What follows belongs to an exercise in optimizing a design on an open flow for small area; a production flow would make more cautious choices. The RTL was checked by simulation tests, not by an equivalence proof against the original design. No activity file was given, so power comes from the tool's default toggle rates.

## config.mk

```make
export PLATFORM = sky130hd
export DESIGN_NAME = spi_ram
export DESIGN_NICKNAME = spi_ram
export VERILOG_FILES = /design/flow/design.v
export SDC_FILE = /design/flow/constraint.sdc
export NUM_CORES = 4
export LEC_CHECK = 0
export CAP_MARGIN = 20
export CORE_MARGIN = 2
export CORE_UTILIZATION = 40
export SLEW_MARGIN = 20
```

## constraint.sdc

```tcl
create_clock -name core_clock -period 4.0 [get_ports {clk}]
set_input_delay 0.8000 -clock core_clock [delete_from_list [all_inputs] [get_ports {clk}]]
set_output_delay 0.8000 -clock core_clock [all_outputs]
set_load 0.01 [all_outputs]
```

## design.v

```verilog
module spi_ram #(
  parameter int MEM_DEPTH = 256,
  parameter int ADDR_SIZE = 8
) (
  input  logic       clk,
  input  logic       rst,
  input  logic [9:0] rx_data,
  input  logic       rx_valid,
  output logic [7:0] tx_data,
  output logic       tx_valid
);
  typedef enum logic [1:0] {
    CMD_WR_ADDR = 2'b00,
    CMD_WR_DATA = 2'b01,
    CMD_RD_ADDR = 2'b10,
    CMD_RD_DATA = 2'b11
  } cmd_e;
  logic [7:0]           mem [MEM_DEPTH];
  logic [ADDR_SIZE-1:0] wr_addr_q, wr_addr_d;
  logic [ADDR_SIZE-1:0] rd_addr_q, rd_addr_d;
  logic [7:0]           tx_data_q, tx_data_d;
  logic                 tx_valid_q, tx_valid_d;
  logic                 mem_we;
  cmd_e                 cmd;
  assign cmd = cmd_e'(rx_data[9:8]);
  always_comb begin
    wr_addr_d  = wr_addr_q;
    rd_addr_d  = rd_addr_q;
    tx_data_d  = tx_data_q;
    tx_valid_d = 1'b0;
    mem_we     = 1'b0;
    if (rx_valid) begin
      case (cmd)
        CMD_WR_ADDR: wr_addr_d = rx_data[ADDR_SIZE-1:0];
        CMD_WR_DATA: begin
          mem_we = 1'b1;
          wr_addr_d = wr_addr_q + ADDR_SIZE'(1);
        end
        CMD_RD_ADDR: rd_addr_d = rx_data[ADDR_SIZE-1:0];
        CMD_RD_DATA: begin
          tx_data_d  = mem[rd_addr_q];
          tx_valid_d = 1'b1;
          rd_addr_d = rd_addr_q + ADDR_SIZE'(1);
        end
        default: ;
      endcase
    end
  end
  always_ff @(posedge clk or posedge rst) begin
    if (rst) begin
      wr_addr_q  <= '0;
      rd_addr_q  <= '0;
      tx_data_q  <= 8'h00;
      tx_valid_q <= 1'b0;
    end else begin
      wr_addr_q  <= wr_addr_d;
      rd_addr_q  <= rd_addr_d;
      tx_data_q  <= tx_data_d;
      tx_valid_q <= tx_valid_d;
    end
  end
  always_ff @(posedge clk) begin
    if (mem_we && !rst) mem[wr_addr_q] <= rx_data[7:0];
  end
  assign tx_data  = tx_data_q;
  assign tx_valid = tx_valid_q;
endmodule
```

## run.sh

```bash
#!/bin/bash
# synth_recipe.tcl (not shown) runs the flow's synth.tcl, then flattens the netlist and writes it again
# the make line also repeats each setting of config.mk as NAME=value (left out here)
make -C /OpenROAD-flow-scripts/flow DESIGN_CONFIG=/design/flow/config.mk WORK_HOME=/design/flow/orfs CLKGATE_MAP_FILE= SYNTH_SCRIPT=/design/flow/synth_recipe.tcl finish
```

==> notes.md <==
metrics by stage:
step | util | instances | power, µW | instance area, µm²
after floorplan | - | 3807 | 29500 | 81000
after global placement | 0.433 | 6736 | 33000 | 87400
after detailed placement | 0.433 | 6736 | 33000 | 87400
after CTS | 0.466 | 7114 | 51900 | 94000
after global routing | 0.466 | 7114 | 53000 | 94000
final | 0.466 | 7115 | 51500 | 94000
power groups by stage:
stage	registers, µW	clock network (µW)	logic [µW]
final	24300	19000	8230
after detailed placement	24700	0	8240
after global placement	24700	0	8220
after CTS	24300	19300	8260
after global routing	24300	20100	8590
after floorplan	24500	0	5040
layout make-up:
cell class	instances	area share
Sequential cell	2073	0.661
Multi-Input combinational cell	1491	0.187
Clock buffer	248	0.0568
Timing Repair Buffer	491	0.0453
Tap cell	2672	0.0355
Clock inverter	130	0.0137
Inverter	9	0.000412
Antenna cell	1	0.0000266
cells in the final DEF, fill, tap and decap left out, drive strengths merged, types with 7 or more instances in the layout:
cell           Yosys  layout
a211oi            15      15
a21oi             59      59
a221oi            23      23
a22o               7       7
a22oi             13      13
and2               8       8
buf              140     470
bufinv             0      18
clkbuf            94     256
clkdlybuf4s50      0      13
clkinv             1      94
clkinvlp           0      12
dfrtp             25      25
edfxtp          2048    2048
inv                8      15
mux2              18      18
mux2i            199     199
mux4             509     509
nand2             76      76
nand2b            10      10
nand3             40      40
nand4              7       7
nor2             309     309
nor2b             20      20
nor3               8       8
o211ai            13      13
o21ai             37      37
o221ai             9       9
o22ai             39      39
sequential cells by signal (all words and copies together), names as in the netlist:
name        flops
tx_data_q       8
mem          2048
wr_addr_q       8
rd_addr_q       8
tx_valid_q      1
final timing paths:
| check | startpoint | to | slack [ps] | depth (start not counted) |
|---|---|---|---|---|
| worst max-delay path | rd_addr_q[0] | tx_data_q[2] | 80 | 8 |
| worst min-delay path | rx_data[6] | mem[20][6] | 480 | 1 |
| worst max register to register | rd_addr_q[0] | tx_data_q[2] | 80 | 8 |
| worst min register to register | wr_addr_q[0] | wr_addr_q[0] | 660 | 2 |
| max in group asynchronous | rst | rd_addr_q[2] | 2890 | 3 |
| min in group asynchronous | rst | tx_data_q[5] | 760 | 3 |
worst register-to-register path, stage by stage (launching register included):
cell and delay (ps):
dfrtp_4 690, buf_12 340, buf_12 300, buf_12 250, mux4_2 580, mux4_2 510, mux2_2 340, o211ai_1 580
o31ai_1 160
layer usage:
metal	vias up	track usage	wire [µm]
met2	1771	0.326	101000
met4	6	0.0810	8800
met1	21800	0.291	88500
met3	381	0.0371	15700
met5	-	0	52
li1	16800	-	-
cells by family after synthesis:
logic type | Yosys count
mux | 726
flops | 2073
buf+inv | 243
simple gates | 499
fa+ha+maj | 5
compound gates | 261
==> results.tsv <==
metric	value	unit
CTS Buf Count	205	
Congestion Overflow GR	0	
mapped cell area	81000	µm²
Final period util	0.979	
Crit Path Max Fanout	24	
final hold violation count	0	
antenna viol nets, final	0	
H-tree levels	4	
CP max stage cell	dfrtp_4	
simple-gate area share of the yosys netlist	0.0261	
top cells by area, synth	edfxtp_1, mux4_2, mux2i_1	
Critical Path RT	4700	ps
Final Max Slew Viols	0	
GP Congestion	0.900	
Primary FF master, synth	edfxtp_1	
Sw Share	0.260	
Hold Path Class	in -> reg	
min cycle time layout	3920	ps
Starting Density	0.402	
Synthesized Nets	3825	
post-synthesis mux area share	0.169	
count leader, synth	edfxtp_1	
Setup violations, final	0	
FF+latch area	62100	µm²
Fillers	16500	
Die Footprint	206000	µm²
Place WS	133	ps
detailed placer's ending HPWL	135000	µm
startpoint class of the critical path	flop	
Post-CTS Resized	0	
core area	202000	µm²
RSZ-0062 raised after global routing	no	
Synth Instances	3807	
# Post-CTS Setup Buffers	0	
Slew headroom	0.154	
CTS tree	built	
CTS sink cnt	2073	
Die Width	454	µm
Worst Setup End Kind	flop	
I/O Buffers	21	
CP arrival	4610	ps
vias per cell	5.72	
Via Count	40700	
number of synthesized flops with an enable pin	2048	
post-synth cell types	61	
hold_buf cts	0	
PnR worst setup slack	83.1	ps
clock latency on the worst-skew pair	860	ps
initial antenna violation count	5	
Chip Height	454	µm
CP Class	reg -> reg	
multi-input logic area	17600	µm²
status	complete, no violations	
Synth Area in Compound Gates	0.0219	
crit-path cells	buf_12 > buf_12 > buf_12 > mux4_2 > mux4_2 > mux2_2 > o211ai_1 > o31ai_1	
layout cells sized above 1	0.296	
hold slack	476	ps
biggest area consumer among synthesized cells	edfxtp_1	
most instantiated cells after synthesis	edfxtp_1, mux4_2, nor2_1	
#FFs+latches synth	2073	
largest net degree at the start of global routing	116	
Setup TNS Final	0	ps
Rows	165	
max incr delay on CP	690	ps
part of the power in registers	0.472	
first-pass GRT wire length	306000	µm
Post-Route WL	214000	µm
CTS Buffer Depth	3	
Root Driver	clkbuf_16	
clock-pin slew on the worst setup and hold paths	60	ps
pwr dens	548	nW/µm²
Syn. warnings	1	
syn avg cell area	21.3	µm²
Max Freq	255	MHz
internal power	38100	µW
Leak	0.0301	µW
Worst-Margin Slew	1260	ps
Psw	13400	µW
largest family of logic cells by synthesized area	multiplexers	
WL per Instance	30.0	µm
vias in the first global route	40900	
post-synthesis xor/xnor area fraction	0	
clk_skew	57.9	ps
Residual DRC	0	
Yosys top cell area share	0.759	
Boundary Pins	22	
Synth Area in Adders	0.000772	
share of the yosys chip area belonging to registers	0.767	
Detailed Route Iter0 Violations	4806	
CP delay by family, top	multiplexers	
number of buffers and inverters on the critical path	3	
GRT Overall Usage	0.208	
maximum vdd drop	404	µV
most frequent CP cell	buf_12	
area grow syn2layout	16.1	%
DRT Pass-1 Iters	5	
max cap viols	0	
Combinational Power Share	0.160	
clock share of power	0.369	
nets	4289	
async set or reset register ratio after synthesis	0.0121	

static timing again, ports no longer ideal:
The results above use ideal ports. As a check the final layout listed here was re-extracted and re-timed, cells and wires unchanged. Step 1, drivers: a clkbuf_16 drives clk and a buf_2 each remaining input, both assumed. Step 2 also shifts input and output timing later by t, the mid clock arrival at the registers, as if the neighbouring blocks saw the same clock. Three values: no drivers, after step 1, after step 2; two values: the first two.
t (ns): 0.923
setup WS [ns]: 0.083 / 0.083 / 0.083
worst data-port slew with drivers (ns): 0.07
pins driven straight from the clock port: 1
After both steps this run still meets setup and hold. For this run, drivers alone change the setup slack by 0.000 ns; drivers and shift together by 0.000 ns.
